From an optimization exercise on the open Yosys and OpenROAD flow, aimed at small area, a short achievable clock period and few clock cycles per item; shortcuts taken in it are not production practice.
Function was checked by simulation only, so behaviour that the tests miss may differ from the original.
No driver is modelled on the clock port, so clock power and skew are understated where the tree is cut down; a real chip needs a root buffer or a tree.
Power and IR drop assume default switching activity.

## exp/fjord
Design axil_reg_slave, start of the top module:
module axil_reg_slave #(
    parameter int ADDR_WIDTH = 6,
    parameter int DATA_WIDTH = 32
) (
    input  wire                                            ACLK,
    input  wire                                            ARESET,
    input  logic [ADDR_WIDTH-1:0]                          AWADDR,
    input  logic                                           AWVALID,
    output logic                                           AWREADY,
    input  logic [DATA_WIDTH-1:0]                          WDATA,
    input  logic [DATA_WIDTH/reg_bank_pkg::BYTE_BITS-1:0]  WSTRB,
    input  logic                                           WVALID,
    output logic                                           WREADY,
    output logic [1:0]                                     BRESP,
    output logic                                           BVALID,
    input  logic                                           BREADY,
    input  logic [ADDR_WIDTH-1:0]                          ARADDR,
    input  logic                                           ARVALID,
    output logic                                           ARREADY,
    output logic [DATA_WIDTH-1:0]                          RDATA,
    output logic [1:0]                                     RRESP,
    output logic                                           RVALID,
    input  logic                                           RREADY
);
make LEC_CHECK=0 CAP_MARGIN=20 CORE_MARGIN=2 CORE_UTILIZATION=40 CTS_CLUSTER_DIAMETER=150 CTS_CLUSTER_SIZE=30 SETUP_SLACK_MARGIN=2.1 SLEW_MARGIN=20 finish   # period 4.0 ns
run.sh (not shown) runs the stock make flow with config.mk's settings and CLKGATE_MAP_FILE= SYNTH_SCRIPT=/design/flow/synth_recipe.tcl, a recipe that flattens the netlist after the stock synthesis.
exp/fjord did not stop at any stage, and its layout met the timing, design-rule and antenna checks.
Testbench counts of exp/fjord, summed over its fixed seeds: cycles 3,216, items 6,400.
### exp/fjord -> exp/harbor
# exp/fjord
export LEC_CHECK = 0
export CAP_MARGIN = 20
export CORE_MARGIN = 2
export CORE_UTILIZATION = 40
export CTS_CLUSTER_DIAMETER = 150
export CTS_CLUSTER_SIZE = 30
export SETUP_SLACK_MARGIN = 2.1
export SLEW_MARGIN = 20
create_clock -name core_clock -period 4.0 [get_ports {ACLK}]
# exp/harbor
export LEC_CHECK = 0
export CAP_MARGIN = 20
export CORE_MARGIN = 2
export CORE_UTILIZATION = 40
export CTS_CLUSTER_DIAMETER = 150
export CTS_CLUSTER_SIZE = 30
export SETUP_SLACK_MARGIN = 2.0
export SLEW_MARGIN = 20
create_clock -name core_clock -period 4.0 [get_ports {ACLK}]
exp/harbor completed end to end with timing, DRC and antenna clean. exp/fjord: no failed stages, no open violations at the end. Comparing exp/fjord with exp/harbor, the cell area came out essentially unchanged. Looking at met2 wire length across exp/harbor and exp/fjord, the one that comes out higher is exp/fjord. Required time of the worst setup path | exp/harbor below exp/fjord. clkdlybuf4s50_1 as the highest-delay cell along the critical path was reported by exp/fjord, and dfxtp_4 by exp/harbor. Compared exp/harbor vs exp/fjord, and total track usage is down in exp/harbor. In exp/harbor, wire length of the first global-routing pass is lower than in exp/fjord. Compared exp/fjord against exp/harbor; adder-cell share of the synthesized area within noise. exp/fjord and exp/harbor ended up with roughly the same hold slack. On non-filler instance count after layout: between exp/harbor and exp/fjord, it ends up lower for exp/harbor.
What exp/willow does differently from exp/harbor at the input level:
# exp/harbor
export LEC_CHECK = 0
export CAP_MARGIN = 20
export CORE_MARGIN = 2
export CORE_UTILIZATION = 40
export CTS_CLUSTER_DIAMETER = 150
export CTS_CLUSTER_SIZE = 30
export SETUP_SLACK_MARGIN = 2.0
export SLEW_MARGIN = 20
create_clock -name core_clock -period 4.0 [get_ports {ACLK}]
# exp/willow
export LEC_CHECK = 0
export CAP_MARGIN = 20
export CORE_MARGIN = 2
export CORE_UTILIZATION = 55
export CTS_CLUSTER_DIAMETER = 150
export CTS_CLUSTER_SIZE = 30
export SETUP_SLACK_MARGIN = 2.2
export SLEW_MARGIN = 20
create_clock -name core_clock -period 4.0 [get_ports {ACLK}]
==> flow/flow/run.sh (new file) <==
#!/bin/bash
# Standard layout with three changes: the ports are buffered by plain buffers
# instead of the delay cell buffer_ports picks by default, CTS adds no dummy
# loads, and the clock tree's root buffer is dropped after CTS (pre_cts.tcl).
set -euo pipefail
cp config.mk own_config.mk
cat flow/extra.mk >> own_config.mk
echo "export PRE_CTS_TCL = $(pwd)/flow/pre_cts.tcl" >> own_config.mk
echo "export FLOW_CLOCK_PORT = ACLK" >> own_config.mk
sed 's#DESIGN_CONFIG=\([^ ]*\)/config\.mk#DESIGN_CONFIG=\1/own_config.mk#' standard.sh > own_standard.sh
grep -q own_config.mk own_standard.sh
bash own_standard.sh > standard.log 2>&1
==> flow/flow/extra.mk (new file) <==
export BUFFER_PORTS_ARGS = -buffer_cell sky130_fd_sc_hd__buf_2
export CTS_ARGS = -sink_clustering_enable -repair_clock_nets -sink_clustering_size 30 -sink_clustering_max_diameter 150 -dont_use_dummy_load
==> flow/flow/pre_cts.tcl (new file) <==
proc drop_clock_root {} {
  set block [ord::get_db_block]
  set clk [$block findNet $::env(FLOW_CLOCK_PORT)]
  set roots {}
  foreach it [$clk getITerms] { if {[$it isInputSignal]} { lappend roots [$it getInst] } }
  if {[llength $roots] != 1} { puts "drop_clock_root: [llength $roots] roots, left as is"; return }
  set root [lindex $roots 0]
  set rootnet ""
  foreach it [$root getITerms] { if {[$it isOutputSignal]} { set rootnet [$it getNet] } }
  set loads {}
  foreach it [$rootnet getITerms] { if {[$it isInputSignal]} { lappend loads $it } }
  if {[llength $loads] > 4 || [llength [$rootnet getBTerms]] > 0} { puts "drop_clock_root: [llength $loads] loads, left as is"; return }
  foreach it $loads {
    if {![string match "*clkbuf*" [[[$it getInst] getMaster] getName]]} { puts "drop_clock_root: root drives a non-buffer, left as is"; return }
  }
  foreach it $loads { $it disconnect; $it connect $clk }
  puts "drop_clock_root: removed [$root getName], [llength $loads] buffers now on the clock port"
  odb::dbInst_destroy $root
  odb::dbNet_destroy $rootnet
}

rename clock_tree_synthesis orig_clock_tree_synthesis
proc clock_tree_synthesis {args} {
  orig_clock_tree_synthesis {*}$args
  drop_clock_root
}
==> flow/standard.sh (new file) <==
#!/bin/bash
# synth_recipe.tcl (not shown) runs the flow's synth.tcl, then flattens the netlist and writes it again
# the make line also repeats each setting of config.mk as NAME=value (left out here)
make -C /OpenROAD-flow-scripts/flow DESIGN_CONFIG=/design/flow/config.mk WORK_HOME=/design/flow/orfs CLKGATE_MAP_FILE= SYNTH_SCRIPT=/design/flow/synth_recipe.tcl "${@:-finish}"
removed: flow/run.sh
Results
exp/willow finished every step from synthesis to the final layout, and the layout passed the timing, design-rule and antenna checks. The more densely filled core belongs to exp/willow, not exp/harbor. Biggest fanout along the worst timing path in exp/willow vs exp/harbor: down 3. Compare exp/willow and exp/harbor | detailed-placement wirelength estimate lower: exp/willow. exp/harbor → exp/willow: layout overhead on the synthesized area saw a decrease, number of clock buffers in the layout saw a decrease, area of the mapped netlist saw little to no change, fraction of the cycle the final worst path needs saw a decrease. The routed wire length was comparable across exp/willow and exp/harbor. exp/willow ended up with fewer standard cells than exp/harbor. Taking exp/harbor as the reference, in exp/willow die area lower; number of well taps shrank by 171. exp/willow vs exp/harbor, slowest library cell on the worst path: dfxtp_1 vs dfxtp_4.
Inputs modified between exp/willow and exp/tundra:
# exp/willow
export LEC_CHECK = 0
export CAP_MARGIN = 20
export CORE_MARGIN = 2
export CORE_UTILIZATION = 55
export CTS_CLUSTER_DIAMETER = 150
export CTS_CLUSTER_SIZE = 30
export SETUP_SLACK_MARGIN = 2.2
export SLEW_MARGIN = 20
create_clock -name core_clock -period 4.0 [get_ports {ACLK}]
# exp/tundra
export LEC_CHECK = 0
export CAP_MARGIN = 20
export CORE_MARGIN = 2
export CORE_UTILIZATION = 40
export CTS_CLUSTER_DIAMETER = 150
export CTS_CLUSTER_SIZE = 30
export SETUP_SLACK_MARGIN = 2.2
export SLEW_MARGIN = 20
create_clock -name core_clock -period 4.0 [get_ports {ACLK}]
==> flow/flow/run.sh <==
#!/bin/bash
# Standard layout with the ports buffered by plain buffers instead of the
# delay cell buffer_ports picks by default.
set -euo pipefail
cp config.mk own_config.mk
cat flow/extra.mk >> own_config.mk
sed 's#DESIGN_CONFIG=\([^ ]*\)/config\.mk#DESIGN_CONFIG=\1/own_config.mk#' standard.sh > own_standard.sh
grep -q own_config.mk own_standard.sh
bash own_standard.sh > standard.log 2>&1
==> flow/flow/extra.mk <==
export BUFFER_PORTS_ARGS = -buffer_cell sky130_fd_sc_hd__buf_2
removed: flow/flow/pre_cts.tcl
--- outcome ---
Diff exp/willow -> exp/tundra: fraction of the core area covered by cells at the end of the flow down 15 points; total of cells resized after clock tree synthesis up 67. From exp/willow to exp/tundra the numbers moved as follows: tap cell instance count has increased, critical path data arrival time grew by 0.10 ns, setup slack decreased by 0.10 ns relative to the old numbers. Summary — total length of routed wires, exp/tundra relative to exp/willow: higher, by 4.3%. exp/willow has a higher overall track demand over capacity in global routing than exp/tundra. exp/tundra ended with more actual slew at the worst max-slew pin than exp/willow. exp/tundra does worse than exp/willow on cell internal power dissipation.
For exp/yarrow, these inputs were changed with respect to exp/tundra:
# exp/tundra
export LEC_CHECK = 0
export CAP_MARGIN = 20
export CORE_MARGIN = 2
export CORE_UTILIZATION = 40
export CTS_CLUSTER_DIAMETER = 150
export CTS_CLUSTER_SIZE = 30
export SETUP_SLACK_MARGIN = 2.2
export SLEW_MARGIN = 20
create_clock -name core_clock -period 4.0 [get_ports {ACLK}]
# exp/yarrow
export LEC_CHECK = 0
export CAP_MARGIN = 20
export CORE_MARGIN = 2
export CORE_UTILIZATION = 40
export CTS_CLUSTER_DIAMETER = 150
export CTS_CLUSTER_SIZE = 30
export SETUP_SLACK_MARGIN = 2.4
export SLEW_MARGIN = 20
create_clock -name core_clock -period 4.0 [get_ports {ACLK}]
- Compared with exp/tundra, in exp/yarrow final standard cell area without fillers increased about 4.6%; post-layout worst setup margin went up; wire length per cell after detailed routing lost 0.14 µm.

-- port drivers added, routing unchanged --
No port has a modelled driver above. Below, the same layouts with a new extraction and two added sets of constraints.
Step 1: set_driving_cell puts a clkbuf_16 on ACLK and a buf_2 on each other input, an assumption about the parent block.
Step 2 times the ports against the registers' clock, not the clock port: input delays grow and output delays shrink by t, the midpoint of the rising clock arrivals with the driver on.
Slacks: no drivers / after step 1 / after step 2; pairs: no drivers / after step 1.
| run | t (ns) | slack for setup (ns) | slew at the worst register clock pin (ns) |
|---|---|---|---|
| exp/fjord | 0.629 | 2.095 / 2.037 / 1.491 | 0.12 / 0.12 |
| exp/harbor | 0.629 | 1.983 / 1.924 / 1.479 | 0.12 / 0.12 |
| exp/willow | 0.478 | 2.208 / 2.133 / 1.787 | 0.11 / 0.11 |
| exp/tundra | 0.623 | 2.107 / 2.056 / 1.638 | 0.12 / 0.12 |
| exp/yarrow | 0.627 | 2.120 / 2.061 / 1.944 | 0.12 / 0.12 |
After both steps setup and hold are still met in every run listed. For exp/fjord, which loses most, drivers alone change the setup slack by -0.058 ns; drivers and shift together by -0.604 ns.
